This design comes from an exercise in tuning for small area, a short achievable clock period and few clock cycles per item on the open sky130 flow, not from production work.
The RTL was checked by simulation tests, not by an equivalence proof against the original design.

==> flow/design.v (outline; a module is shown in full before it is edited, if it fits) <==
// module mandel_engine: 103 lines
// module mandel_dp: 1444 lines
// module mandel_fa: 10 lines
module mandel_engine #(
    parameter int BITS      = 16,
    parameter int ITER_BITS = 7
) (
    input  logic                   clk,
    input  logic                   rst_n,
    input  logic                   in_valid,
    output logic                   in_ready,
    input  logic signed [BITS-1:0] in_x,
    input  logic signed [BITS-1:0] in_y,
    input  logic                   julia_mode,
    input  logic signed [BITS-1:0] julia_cx,
    input  logic signed [BITS-1:0] julia_cy,
    input  logic [ITER_BITS-1:0]   max_iter,
    input  logic                   abort,
    output logic                   out_valid,
    input  logic                   out_ready,
    output logic [ITER_BITS-1:0]   out_iter,
    output logic                   out_escaped,
    output logic                   busy
);
  // ...
==> flow/flow/run.sh <==
#!/bin/bash
# The standard layout (standard.sh), with the port buffers made from
# sky130_fd_sc_hd__buf_1 cells instead of the default choice of a delay
# buffer, and clock tree synthesis without dummy loads.
set -euo pipefail
export BUFFER_PORTS_ARGS="-buffer_cell sky130_fd_sc_hd__buf_1"
export CTS_ARGS="-sink_clustering_enable -repair_clock_nets -buf_list sky130_fd_sc_hd__clkbuf_8 -dont_use_dummy_load"
bash standard.sh > standard.log 2>&1
==> flow/standard.sh <==
#!/bin/bash
# synth_recipe.tcl (not shown) runs the flow's synth.tcl, then flattens the netlist and writes it again
# the make line also repeats each setting of config.mk as NAME=value (left out here)
make -C /OpenROAD-flow-scripts/flow DESIGN_CONFIG=/design/flow/config.mk WORK_HOME=/design/flow/orfs CLKGATE_MAP_FILE= SYNTH_SCRIPT=/design/flow/synth_recipe.tcl "${@:-finish}"
==> flow/config.mk <==
export PLATFORM = sky130hd
export DESIGN_NAME = mandel_engine
export DESIGN_NICKNAME = mandel_engine
export VERILOG_FILES = /design/flow/design.v
export SDC_FILE = /design/flow/constraint.sdc
export NUM_CORES = 4
export LEC_CHECK = 0
export CAP_MARGIN = 20
export CORE_MARGIN = 2
export CORE_UTILIZATION = 65
export CTS_BUF_LIST = sky130_fd_sc_hd__clkbuf_8
export PLACE_DENSITY = 0.75
export SLEW_MARGIN = 65
export SYNTH_HIERARCHICAL = 1
export SYNTH_MINIMUM_KEEP_SIZE = 0
==> flow/constraint.sdc <==
create_clock -name core_clock -period 14.0 [get_ports {clk}]
set_input_delay 2.8000 -clock core_clock [delete_from_list [all_inputs] [get_ports {clk}]]
set_output_delay 2.8000 -clock core_clock [all_outputs]
set_load 0.01 [all_outputs]
==> flow_summary.json, run 1 <==
{
  "setup_viol_count_final": 0,
  "synth_ff_type": "edfxtp_1",
  "multi_input_area_share_pct": 75.7,
  "met1_usage_pct": 39.7,
  "synth_top_family_by_area": "adder cells",
  "hold_viol": 0,
  "wirelength_um": 42700,
  "cp_slowest_cell": "dfxtp_1",
  "overflow": 0,
  "worst_skew_pair.late_latency_ns": 0.46,
  "fp.dieArea_sq_mm": 0.0296,
  "met2WireLength_um": 21700,
  "die_h_um": 172,
  "synth_cells": 1700,
  "setup_ws_ns": 7.83,
  "synth_compound_area_share_pct": 4.58,
  "synth-seq-area-share_pct": 16.7,
  "synth_mux_area_share_pct": 4.00,
  "async_reset_ff_share_pct": 0,
  "rsz0062_at_grt": "no",
  "yosys.area.top_type": "fa_1",
  "whs_path_depth": 2,
  "synth_top_cells_by_count": "nor2_1, fa_1, ha_1, inv_1",
  "fmax_ghz": 0.162,
  "ioPinCount": 88,
  "track_usage_pct": 31.8,
  "synth_area_per_cell_sq_um": 10.8,
  "slew_viol_final": 0,
  "gp_congestion": 0.873,
  "status": "no timing/DRC/antenna violations",
  "yosys_warnings": 7,
  "wire_per_inst_um": 20.2
}
Testbench counts, summed over its fixed seeds: cycles 84,151, points 2,048.
==> inputs of run 2 (changes only) <==
--- a/flow/config.mk
+++ b/flow/config.mk
@@ -9,7 +9,8 @@
 export CORE_MARGIN = 2
 export CORE_UTILIZATION = 65
 export CTS_BUF_LIST = sky130_fd_sc_hd__clkbuf_8
+export GPL_ROUTABILITY_DRIVEN = 0
 export PLACE_DENSITY = 0.75
-export SLEW_MARGIN = 65
+export SLEW_MARGIN = 20
 export SYNTH_HIERARCHICAL = 1
 export SYNTH_MINIMUM_KEEP_SIZE = 0
==> run 2 against run 1 <==
Effect of this change:
- core utilization down 0.23 points
- synthesized cell count unchanged
- final cell count about the same
- worst hold slack better by 0.00083 ns
- fmax down 0.28%
==> flow_summary.json, run 2 <==
{
  "synth.most_common_cell": "nor2_1",
  "final_cell_mix": "nor2_1, fa_1, ha_1",
  "dp_hpwl_um": 32100,
  "clock_path_buffers": 2,
  "skew_ns": 0.0278,
  "hp-class": "reg2reg",
  "synth_top_cells_by_count": "nor2_1, fa_1, ha_1, inv_1",
  "reg2reg_depth": 22,
  "synth-seq-area-share_pct": 16.7,
  "finalCritPeriodShare_pct": 44.2,
  "core_area_sq_mm": 0.0278,
  "synth_edf_count": 72,
  "drc": 0,
  "synth_ff_type": "edfxtp_1",
  "grt_pass1_vias": 13900,
  "drt_iter0_drc": 870,
  "grt_max_degree": 36,
  "initial_utilization_pct": 66.0,
  "worstSetupStartpointType": "flop",
  "die_w_um": 172,
  "ys_types": 56,
  "fmax_ghz": 0.162,
  "grt_pass1_wl_um": 70700,
  "synth_area_sq_mm": 0.0183,
  "drive_gt1_share_pct": 5.95,
  "rows": 61,
  "cp.required_ns": 14.33,
  "slew_viol_final": 0,
  "worst_skew_pair.late_latency_ns": 0.45,
  "path_clk_slew_ns": 0.08,
  "ys_ff_latch": 117,
  "yosys.area.top_type": "fa_1",
  "status": "no timing/DRC/antenna violations",
  "finalNetCount": 2363,
  "htreeDepth": 4,
  "synth_area_per_cell_sq_um": 10.8,
  "drtPass1Iterations": 5,
  "num_vias": 12700,
  "wirelength_um": 42700,
  "hold_viol": 0,
  "worstPathArrival_ns": 6.51,
  "clkSinkCount": 117,
  "fin_util_pct": 69.1,
  "cts-root-buf": "clkbuf_8",
  "ctsResizeCount": 0,
  "final_common_cell": "nor2_1",
  "place_ws_ns": 7.86,
  "cp_max_fo": 20,
  "whs_path_depth": 2,
  "crit_type": "reg2reg",
  "worst_slew_pin_slew_ns": 0.989,
  "post_cts_buffers": 0,
  "num_antenna_cells": 0,
  "die_h_um": 172,
  "yosys_warnings": 7,
  "numCtsBuffers": 17,
  "cp-end-kind": "flop",
  "rsz0062_at_grt": "no",
  "ioPinCount": 88,
  "synthTopCellsByArea": "fa_1, edfxtp_1, ha_1",
  "hold_buffers": 0,
  "slew_headroom_pct": 34.1,
  "cts_tree": "yes",
  "overflow": 0,
  "num-fill-cells": 2135,
  "whs_ns": 0.509,
  "track_usage_pct": 31.7,
  "wire_per_inst_um": 20.3,
  "finalSetupTns_ns": 0,
  "fin_crit_ns": 6.18,
  "antenna_found_initial": 0,
  "maxCapViolations": 0,
  "area_growth_pct": 4.69,
  "drt-vias-per-instance": 6.01,
  "ant_nets": 0,
  "async_reset_ff_share_pct": 0,
  "setup_viol_count_final": 0,
  "numPortBuffers": 87,
  "synth_cells": 1700,
  "yosysTopAreaCellShare_pct": 44.1,
  "setup_ws_ns": 7.82,
  "fp.dieArea_sq_mm": 0.0296
}
run 2: cell counts after synthesis:
Identical to the previous run, type by type.
run 2: final cells by class:
cell class                      count  area, sq um  share of cell area [%]
Clock buffer                       17          234                    1.22
Inverter                           87          327                    1.70
Multi-Input combinational cell   1393        14500                    75.7
Sequential cell                   117         3060                    16.0
Tap cell                          378          473                    2.46
Timing Repair Buffer              118          561                    2.92
run 2: Yosys stat by module, one instance, submodules excluded:
module,area (sq um),cells,flip-flops and latches
mandel_fa,20.0,1,0
mandel_dp,5490,951,0
mandel_engine,4840,349,117
run 2: final timing paths:
path,from,endpoint,slack (ns)
worst max-delay path,zxn_q[0],yh_q,7.82
worst max register to register,zxn_q[0],yh_q,7.82
worst min-delay path,stop_q,stop_q,0.51
worst min register to register,stop_q,stop_q,0.51
run 2: critical path, cell delays in order (launching register included):
cell and delay (ns):
dfxtp_1 0.57, buf_4 0.32, nor2_1 0.11, fa_1 0.51
fa_1 0.40, fa_1 0.54, fa_1 0.44, ha_1 0.33
nand4_1 0.09, a21oi_1 0.14, a211o_1 0.12, a21o_1 0.13
a21oi_2 0.06, fa_1 0.41, fa_1 0.42, nor2b_1 0.19
o2111ai_1 0.12, nand2_1 0.21, a41oi_1 0.20, o2111ai_1 0.24
a21oi_1 0.10, xnor2_1 0.12, mux2_2 0.25
run 2: through the flow:
stage                     cells  instance area [sq um]
after floorplan            1704                  18400
after global placement     2093                  19000
after detailed placement   2093                  19000
after CTS                  2110                  19200
after global routing       2110                  19200
final                      2110                  19200
run 2: cells by family after synthesis:
kind of cell	synth area share, %
other	0.0409
AND/OR/NAND/NOR	12.2
adder cells (fa/ha/maj)	54.2
multiplexers	4.00
flip-flops	16.7
XOR/XNOR	4.11
AO/OA/AOI/OAI	4.58
buffers and inverters	4.14
run 2: metal layers:
metal  GRT usage (%)  share of wire [%]  wire length, um  vias up
li1                -                  -                -     5530
met1            39.8                 39            16700     6566
met2            54.4                 51            21700      466
met3            6.07                6.2             2660      111
met4            13.4                4.0             1700        0
met5               0                  0                0        -
==> inputs of run 3 (changes only) <==
--- a/flow/config.mk
+++ b/flow/config.mk
@@ -9,7 +9,6 @@
 export CORE_MARGIN = 2
 export CORE_UTILIZATION = 65
 export CTS_BUF_LIST = sky130_fd_sc_hd__clkbuf_8
-export GPL_ROUTABILITY_DRIVEN = 0
 export PLACE_DENSITY = 0.75
 export SLEW_MARGIN = 20
 export SYNTH_HIERARCHICAL = 1
==> run 3 against run 2 <==
Effect of this change:
- routed wire length is the same
- clock skew stayed put
- register-to-register slack about the same
- sequential share of layout area did not move
- final cell count unchanged
- via count unchanged
- cell area did not move
- synthesized cell count stayed put
- core utilization did not move
- critical path type unchanged
==> flow_summary.json, run 3 <==
{
  "min_to": "stop_q",
  "synth_area_per_cell_sq_um": 10.8,
  "dp_cells": 2093,
  "ant_nets": 0,
  "dp_hpwl_um": 32100,
  "r2r-start": "zxn_q[0]",
  "cp_max_fo": 20,
  "final-instance-count-excl-fill": 2110,
  "htreeDepth": 4,
  "ctsResizeCount": 0,
  "fin_crit_ns": 6.18,
  "status": "no timing/DRC/antenna violations",
  "worstPathArrival_ns": 6.51,
  "setup_viol_count_final": 0,
  "top_layer": "met4",
  "fin_util_pct": 69.1,
  "synthTopCellsByArea": "fa_1, edfxtp_1, ha_1",
  "yosys_warnings": 7,
  "clock_path_buffers": 2,
  "drive_gt1_share_pct": 5.95,
  "finalNetCount": 2363,
  "post_cts_buffers": 0,
  "cts_tree": "yes",
  "worst_skew_pair.late_latency_ns": 0.45,
  "yosysTopAreaCellShare_pct": 44.1,
  "hold_viol": 0,
  "cp_slowest_cell": "dfxtp_1",
  "met1_length_um": 16700,
  "fmax_ghz": 0.162,
  "synth_ff_type": "edfxtp_1",
  "hold_buffers": 0,
  "drt_iter0_drc": 870,
  "wire_per_inst_um": 20.3,
  "path_clk_slew_ns": 0.08,
  "die_w_um": 172,
  "ioPinCount": 88,
  "gp_congestion": 0.873,
  "worst_slew_pin_slew_ns": 0.989,
  "worstPathCellList": "buf_4 -> nor2_1 -> fa_1 -> fa_1 -> fa_1 -> fa_1 -> ha_1 -> nand4_1 -> a21oi_1 -> a211o_1 -> a21o_1 -> a21oi_2 -> fa_1 -> fa_1 -> nor2b_1 -> o2111ai_1 -> nand2_1 -> a41oi_1 -> o2111ai_1 -> a21oi_1 -> xnor2_1 -> mux2_2",
  "final_common_cell": "nor2_1",
  "hp-start": "stop_q",
  "area_growth_pct": 4.69,
  "wirelength_um": 42700,
  "synth.most_common_cell": "nor2_1",
  "ys_types": 56,
  "slew_headroom_pct": 34.1,
  "synth_edf_count": 72,
  "met2WireLength_um": 21700,
  "synth_cells": 1700,
  "clkSinkCount": 117,
  "rows": 61,
  "ff2ff_setup_slack_ns": 7.82,
  "antenna_found_initial": 0,
  "grt_max_degree": 36,
  "cts-root-buf": "clkbuf_8",
  "async_reset_ff_share_pct": 0,
  "wl_met3_um": 2660,
  "final_cell_mix": "nor2_1, fa_1, ha_1",
  "reg2reg_depth": 22,
  "whs_path_depth": 2,
  "slowest_delay_ns": 0.57,
  "maxCapViolations": 0,
  "yosys.area.top_type": "fa_1",
  "num_vias": 12700,
  "grt_pass1_vias": 13900,
  "drt-vias-per-instance": 6.01,
  "overflow": 0,
  "core_area_sq_mm": 0.0278,
  "cp.required_ns": 14.33,
  "finalSetupTns_ns": 0,
  "finalCritPeriodShare_pct": 44.2,
  "synth-seq-area-share_pct": 16.7,
  "slew_viol_final": 0,
  "postPlaceCellArea_sq_mm": 0.0190,
  "synth_area_sq_mm": 0.0183,
  "hp-class": "reg2reg",
  "skew_ns": 0.0278,
  "crit_type": "reg2reg",
  "synth_top_cells_by_count": "nor2_1, fa_1, ha_1, inv_1",
  "numCtsBuffers": 17,
  "track_usage_pct": 31.7,
  "cp-end-kind": "flop",
  "die_h_um": 172,
  "postLayoutCellArea_sq_mm": 0.0192,
  "reg2reg_to": "yh_q",
  "drc": 0,
  "initial_utilization_pct": 66.0,
  "numPortBuffers": 87,
  "grt_pass1_wl_um": 70700,
  "ys_ff_latch": 117,
  "worstSetupStartpointType": "flop",
  "fp.dieArea_sq_mm": 0.0296,
  "num_antenna_cells": 0,
  "rsz0062_at_grt": "no",
  "drtPass1Iterations": 5,
  "crit_top_cell": "fa_1"
}
==> run 3: cell counts in the layout (fill, tap and decap cells not counted) <==
No cell type changed its count.
==> run 3: logic make-up after synthesis <==
kind of cell             Yosys count  synth area share, %
AO/OA/AOI/OAI                    128                 4.58
XOR/XNOR                          86                 4.11
adder cells (fa/ha/maj)          552                 54.2
buffers and inverters            194                 4.14
flip-flops                       117                 16.7
multiplexers                      69                 4.00
other                              2               0.0409
AND/OR/NAND/NOR                  552                 12.2
==> run 3: metrics by stage <==
| stage | setup WS [ns] | hold WS (ns) |
|---|---|---|
| 6_report | 7.82 | 0.509 |
| 3_3_place_gp | 7.97 | 0.480 |
| 2_1_floorplan | 8.19 | 0.444 |
| 3_5_place_dp | 7.86 | 0.493 |
| 5_1_grt | 7.47 | 0.555 |
| 4_1_cts | 7.81 | 0.508 |
==> run 3: Yosys stat by module (local to each module, per instance) <==
module	copies in the design	flops+latches
mandel_fa	400	0
mandel_engine	1	117
mandel_dp	1	0
==> run 3: per-layer routing <==
metal / vias to the layer above / GRT usage [%]
met5: - / 0
met1: 6566 / 39.8
li1: 5530 / -
met2: 466 / 54.4
met3: 111 / 6.07
met4: 0 / 13.4
==> run 3: cell type report <==
type                       instances  area (sq um)
inverter                          87           327
tap                              378           473
multi-input combinational       1393         14500
fill                            2135          8580
clock buffer                      17           234
sequential                       117          3060
timing repair buffer             118           561
==> run 3: worst max path at each step <==
stage	from	cells after the start	slack (ns)	endpoint
global placement	zyn_q[1]	19	7.97	xh_q
detailed placement	zxn_q[0]	22	7.86	yh_q
global route	zxn_q[0]	22	7.47	zyn_q[14]
floorplan	zyn_q[12]	20	8.19	xh_q
finish	zxn_q[0]	22	7.82	yh_q
CTS	zxn_q[0]	22	7.81	yh_q
==> run 3: worst max-delay path: cells and delay by family, from the launching register on <==
kind                     cells  cell delay, ns
adder cells (fa/ha/maj)      7            3.05
flip-flops                   1            0.57
AO/OA/AOI/OAI                8            1.11
AND/OR/NAND/NOR              4            0.60
XOR/XNOR                     1            0.12
buffers and inverters        1            0.32
multiplexers                 1            0.25
==> inputs of run 4 (changes only) <==
--- a/flow/config.mk
+++ b/flow/config.mk
@@ -7,9 +7,9 @@
 export LEC_CHECK = 0
 export CAP_MARGIN = 20
 export CORE_MARGIN = 2
-export CORE_UTILIZATION = 65
+export CORE_UTILIZATION = 70
 export CTS_BUF_LIST = sky130_fd_sc_hd__clkbuf_8
-export PLACE_DENSITY = 0.75
+export PLACE_DENSITY = 0.85
 export SLEW_MARGIN = 20
 export SYNTH_HIERARCHICAL = 1
 export SYNTH_MINIMUM_KEEP_SIZE = 0
==> run 4 against run 3 <==
Effect of this change:
- cell area is 0.28% lower
- flip-flop and latch count stayed put
- first-iteration DRC count is 28% higher
- still clean
- critical path type unchanged
- critical endpoint unchanged
- synthesized cell count stayed put
- routed wire length is 2.6% higher
- die area is 7.0% lower
==> flow_summary.json, run 4 <==
{
  "status": "no timing/DRC/antenna violations",
  "path_clk_slew_ns": 0.07,
  "cp-end-kind": "flop",
  "yosysTopAreaCellShare_pct": 44.1,
  "synth-seq-area-share_pct": 16.7,
  "fin_crit_ns": 6.28,
  "synth_ff_type": "edfxtp_1",
  "drt_iter0_drc": 1116,
  "grt_max_degree": 36,
  "core_area_sq_mm": 0.0259,
  "dp_hpwl_um": 32500,
  "ctsResizeCount": 0,
  "num_antenna_cells": 0,
  "finalSetupTns_ns": 0,
  "clock_path_buffers": 2,
  "wire_per_inst_um": 21.2,
  "overflow": 0,
  "synth_area_per_cell_sq_um": 10.8,
  "hold_viol": 0,
  "synth_area_sq_mm": 0.0183,
  "fmax_ghz": 0.159,
  "yosys.area.top_type": "fa_1",
  "wirelength_um": 43900,
  "worstPathCellList": "buf_4 -> nor2_1 -> fa_1 -> fa_1 -> fa_1 -> fa_1 -> ha_1 -> nand4_1 -> a21oi_1 -> a211o_1 -> a21o_1 -> a21oi_2 -> fa_1 -> fa_1 -> nor2b_1 -> o2111ai_1 -> nand2_1 -> a41oi_1 -> o2111ai_1 -> a21oi_1 -> xnor2_1 -> mux2_2",
  "ys_types": 56,
  "slowest_delay_ns": 0.68,
  "antenna_found_initial": 0,
  "yosys_warnings": 7,
  "synthTopCellsByArea": "fa_1, edfxtp_1, ha_1",
  "crit_type": "reg2reg",
  "hp-class": "reg2reg",
  "rows": 59,
  "ioPinCount": 88,
  "gp_congestion": 0.904,
  "synth_top_cells_by_count": "nor2_1, fa_1, ha_1, inv_1",
  "setup_viol_count_final": 0,
  "slew_viol_final": 0,
  "worst_slew_pin_slew_ns": 1.00,
  "grt_pass1_vias": 14600,
  "grt_pass1_wl_um": 72400,
  "synth.most_common_cell": "nor2_1",
  "finalCritPeriodShare_pct": 44.8,
  "post_cts_buffers": 0,
  "slew_headroom_pct": 33.1,
  "track_usage_pct": 33.5,
  "htreeDepth": 4,
  "drc": 0,
  "ant_nets": 0,
  "worstSetupStartpointType": "flop",
  "cp_max_fo": 16,
  "numPortBuffers": 87,
  "drive_gt1_share_pct": 5.95,
  "die_h_um": 166,
  "hold_buffers": 0,
  "worstPathArrival_ns": 6.62,
  "area_growth_pct": 4.40,
  "final_cell_mix": "nor2_1, fa_1, ha_1",
  "ys_ff_latch": 117,
  "cp_slowest_cell": "dfxtp_1",
  "synth_edf_count": 72,
  "num_vias": 13200,
  "cts_tree": "yes",
  "worst_skew_pair.late_latency_ns": 0.45,
  "finalNetCount": 2363,
  "synth_cells": 1700,
  "maxCapViolations": 0,
  "crit_top_cell": "fa_1",
  "drtPass1Iterations": 6,
  "fin_util_pct": 73.9,
  "numCtsBuffers": 17,
  "clkSinkCount": 117,
  "cts-root-buf": "clkbuf_8",
  "initial_utilization_pct": 70.8,
  "fp.dieArea_sq_mm": 0.0275,
  "final_common_cell": "nor2_1",
  "die_w_um": 166,
  "skew_ns": 0.0243,
  "cp.required_ns": 14.34,
  "rsz0062_at_grt": "no",
  "drt-vias-per-instance": 6.37,
  "async_reset_ff_share_pct": 0
}
==> run 4: cell counts in the layout (fill, tap and decap cells not counted) <==
No cell type changed its count.
==> run 4: per-module statistics from Yosys, one instance, submodules excluded <==
module	area, sq um	cells inside	times used	flip-flops and latches
mandel_dp	5490	951	1	0
mandel_engine	4840	349	1	117
mandel_fa	20.0	1	400	0
==> run 4: worst paths after layout <==
| check | depth (start not counted) | slack, ns | end | start |
|---|---|---|---|---|
| hold reg to reg | 2 | 0.52 | stop_q | stop_q |
| setup / recovery | 22 | 7.72 | yh_q | zxn_q[4] |
| hold / removal | 2 | 0.52 | stop_q | stop_q |
| setup reg to reg | 22 | 7.72 | yh_q | zxn_q[4] |
==> run 4: layout make-up <==
cell class	count	area [sq um]
Sequential cell	117	3060
Inverter	87	327
Tap cell	335	419
Fill cell	1686	6760
Timing Repair Buffer	118	561
Clock buffer	17	234
Multi-Input combinational cell	1393	14500
==> run 4: metal layers <==
metal	part of all wire [%]	vias up	track usage (%)
met3	8.5	190	6.53
met1	35	6703	40.8
met2	51	758	58.0
li1	-	5526	-
met4	4.8	0	16.1
met5	0	-	0
==> run 4: kinds of logic (layout without fill, tap and decap cells) <==
family / after synthesis / in the layout / synth area share, %
other: 2 / 6 / 0.0409
and+or+nand+nor: 552 / 552 / 12.2
muxes: 69 / 69 / 4.00
adders and majority gates: 552 / 552 / 54.2
xor gates and xnor gates: 86 / 86 / 4.11
buffers and inverters: 194 / 222 / 4.14
DFF: 117 / 117 / 16.7
AOI/OAI and AO/OA: 128 / 128 / 4.58
==> run 4: critical path: cells and delay by family (launching register included) <==
family,cells,cell delay (ns)
XOR/XNOR,1,0.13
flip-flops,1,0.68
AND/OR/NAND/NOR,4,0.55
adder cells (fa/ha/maj),7,3.01
multiplexers,1,0.26
buffers and inverters,1,0.35
AO/OA/AOI/OAI,8,1.19
==> run 4: metrics by stage <==
step	instances	setup WS [ns]	hold slack [ns]	area, sq um
after floorplan	1704	8.19	0.444	18400
after global placement	2050	7.95	0.481	18900
after detailed placement	2050	7.78	0.499	18900
after CTS	2067	7.76	0.516	19100
after global routing	2067	7.48	0.581	19100
final	2067	7.72	0.518	19100
==> inputs of run 5 (changes only) <==
--- a/flow/config.mk
+++ b/flow/config.mk
@@ -7,9 +7,9 @@
 export LEC_CHECK = 0
 export CAP_MARGIN = 20
 export CORE_MARGIN = 2
-export CORE_UTILIZATION = 70
+export CORE_UTILIZATION = 65
 export CTS_BUF_LIST = sky130_fd_sc_hd__clkbuf_8
-export PLACE_DENSITY = 0.85
+export PLACE_DENSITY = 0.74
 export SLEW_MARGIN = 20
 export SYNTH_HIERARCHICAL = 1
 export SYNTH_MINIMUM_KEEP_SIZE = 0
==> run 5 against run 4 <==
Effect of this change:
- critical endpoint is now xh_q
- worst hold slack worse by 0.014 ns
- highest routed layer is now met5
- fmax decreased by 1.6%
- largest cell class unchanged
- first-iteration DRC count fell by 9.7%
- worst setup slack worse by 0.10 ns
- via count down 3.7%
- critical path type unchanged
- still clean
==> flow_summary.json, run 5 <==
{
  "fmax_ghz": 0.157,
  "grt-busiest-layer": "met2",
  "worst_slew_pin_slew_ns": 1.05,
  "r2r-start": "zyn_q[3]",
  "cp_max_fo": 17,
  "worst_skew_pair.late_latency_ns": 0.46,
  "antenna_found_initial": 1,
  "use_met2_pct": 55.3,
  "die_w_um": 172,
  "reg2reg_to": "xh_q",
  "worst-path-buf-inv": 2,
  "reg2reg_depth": 19,
  "crit_family": "adder cells",
  "synth_area_per_cell_sq_um": 10.8,
  "yosysTopAreaCellShare_pct": 44.1,
  "grt_pass1_vias": 14000,
  "hp-start": "stop_q",
  "ff2ff_setup_slack_ns": 7.62,
  "final-instance-count-excl-fill": 2110,
  "synth_edf_count": 72,
  "status": "no timing/DRC/antenna violations",
  "ys_ff_latch": 117,
  "ioPinCount": 88,
  "post_cts_buffers": 0,
  "clock_path_buffers": 2,
  "whs_path_depth": 2,
  "finalNetCount": 2363,
  "wire_per_inst_um": 20.6,
  "worstSetupStartpointType": "flop",
  "die_h_um": 172,
  "wirelength_um": 43600,
  "synth_area_sq_mm": 0.0183,
  "postPlaceCellArea_sq_mm": 0.0190,
  "path_clk_slew_ns": 0.08,
  "drc": 0,
  "maxCapViolations": 0,
  "gp_congestion": 0.881,
  "hold_buffers": 0,
  "worstPathArrival_ns": 6.72,
  "slowest_delay_ns": 0.68,
  "htreeDepth": 4,
  "skew_ns": 0.0222,
  "rsz0062_at_grt": "no",
  "synth_cells": 1700,
  "overflow": 0,
  "hp-class": "reg2reg",
  "postLayoutCellArea_sq_mm": 0.0192,
  "drt-vias-per-instance": 6.02,
  "ant_nets": 0,
  "hold_viol": 0,
  "setup_ws_ns": 7.62,
  "grt_pass1_wl_um": 71500,
  "yosys.area.top_type": "fa_1",
  "slew_viol_final": 0,
  "crit_top_cell": "fa_1",
  "core_area_sq_mm": 0.0278,
  "fin_crit_ns": 6.38,
  "drt_iter0_drc": 1008,
  "synth_ff_type": "edfxtp_1",
  "drive_gt1_share_pct": 5.95,
  "met1_usage_pct": 40.3,
  "grt_max_degree": 37,
  "drtPass1Iterations": 5,
  "dp_cells": 2092,
  "cp_slowest_cell": "dfxtp_1",
  "grtUsageMet3_pct": 6.13,
  "yosys_warnings": 7,
  "synth.most_common_cell": "nor2_1",
  "area_growth_pct": 4.84,
  "cp-end-kind": "flop",
  "finalSetupTns_ns": 0,
  "cp.required_ns": 14.34,
  "place_ws_ns": 7.72,
  "rows": 61,
  "min_to": "stop_q",
  "ctsResizeCount": 0,
  "track_usage_pct": 32.1,
  "synthTopCellsByArea": "fa_1, edfxtp_1, ha_1",
  "crit_type": "reg2reg",
  "ys_types": 56,
  "worstPathCellList": "buf_4 -> nor2_1 -> fa_1 -> fa_1 -> fa_1 -> fa_1 -> inv_1 -> ha_1 -> fa_1 -> fa_1 -> ha_1 -> a21o_1 -> a21oi_1 -> nand2_1 -> a41oi_1 -> o2111ai_1 -> a21oi_1 -> xnor2_1 -> mux2_2",
  "synth_top_cells_by_count": "nor2_1, fa_1, ha_1, inv_1",
  "synth-seq-area-share_pct": 16.7,
  "final_cell_mix": "nor2_1, fa_1, ha_1",
  "setup_viol_count_final": 0,
  "slew_headroom_pct": 30.2,
  "dp_hpwl_um": 33200,
  "clkSinkCount": 117,
  "final_common_cell": "nor2_1",
  "async_reset_ff_share_pct": 0,
  "num_antenna_cells": 0,
  "numCtsBuffers": 17,
  "finalCritPeriodShare_pct": 45.6,
  "numPortBuffers": 87,
  "num_vias": 12700,
  "initial_utilization_pct": 66.0,
  "cts_tree": "yes",
  "cts-root-buf": "clkbuf_8",
  "fp.dieArea_sq_mm": 0.0296
}
run 5: cell counts after synthesis:
Identical to the previous run, type by type.
run 5: cell type report:
cell class                 count  area (sq um)
timing repair buffer         118           581
tap                          378           473
fill                        2171          8550
sequential                   117          3060
multi-input combinational   1393         14600
clock buffer                  17           234
inverter                      87           327
run 5: metal layers:
metal	up-vias	routed length (um)
met5	-	11
met4	2	1630
met3	111	2780
met2	523	22400
met1	6540	16700
li1	5519	-
run 5: kinds of logic (layout without fill, tap and decap cells):
group | after synthesis | count (layout) | share of synthesized area (%)
AOI/OAI and AO/OA | 128 | 128 | 4.58
xor gates and xnor gates | 86 | 86 | 4.11
other | 2 | 6 | 0.0409
and+or+nand+nor | 552 | 552 | 12.2
buffers and inverters | 194 | 222 | 4.14
muxes | 69 | 69 | 4.00
DFF | 117 | 117 | 16.7
adders and majority gates | 552 | 552 | 54.2
run 5: tightest hold or removal path, delay by kind of cell, from the launching register on:
family,cells,cell delay (ns)
DFF,1,0.33
AOI/OAI and AO/OA,1,0.07
and+or+nand+nor,1,0.07
run 5: how the worst max path moves through the flow:
stage                         start  endpoint  cells after the start
after floorplan           zyn_q[12]      xh_q                     20
after detailed placement   zyn_q[3]      xh_q                     19
after CTS                  zyn_q[3]      xh_q                     19
after global placement     zyn_q[3]      xh_q                     19
final                      zyn_q[3]      xh_q                     19
after global routing       zyn_q[3]      xh_q                     19
run 5: through the flow:
step	util (%)	hold WS, ns
2_1_floorplan	-	0.444
3_3_place_gp	68.3	0.480
3_5_place_dp	68.3	0.486
4_1_cts	69.1	0.505
5_1_grt	69.2	0.553
6_report	69.2	0.505
run 5: Yosys stat by module, one instance, submodules excluded:
| module | flip-flops and latches | cells | times used |
|---|---|---|---|
| mandel_dp | 0 | 951 | 1 |
| mandel_fa | 0 | 1 | 400 |
| mandel_engine | 117 | 349 | 1 |

## port drivers added, routing unchanged
How much do the figures lean on ideal ports? The routed layouts below were timed once more, with nothing changed but the port constraints.
Step 1 sets driving cells, clkbuf_16 on the clock port and buf_2 on the other inputs (assumed; they add their load-dependent delay and slew).
Step 2 also shifts input and output timing later by t, the mid clock arrival at the registers, as if the neighbouring blocks saw the same clock.
Slacks: ideal / step 1 / step 2; pairs: ideal / step 1.
run	t (ns)	slack for setup (ns)	worst register clock-pin slew, ns	worst data-port slew with drivers (ns)
run 1	0.490	7.834 / 7.834 / 7.834	0.08 / 0.08	0.04
run 2	0.487	7.816 / 7.816 / 7.816	0.08 / 0.08	0.03
run 3	0.487	7.816 / 7.816 / 7.816	0.08 / 0.08	0.03
run 4	0.487	7.722 / 7.722 / 7.722	0.08 / 0.08	0.03
run 5	0.495	7.620 / 7.620 / 7.620	0.08 / 0.08	0.03
After both steps setup and hold are still met in every run listed.
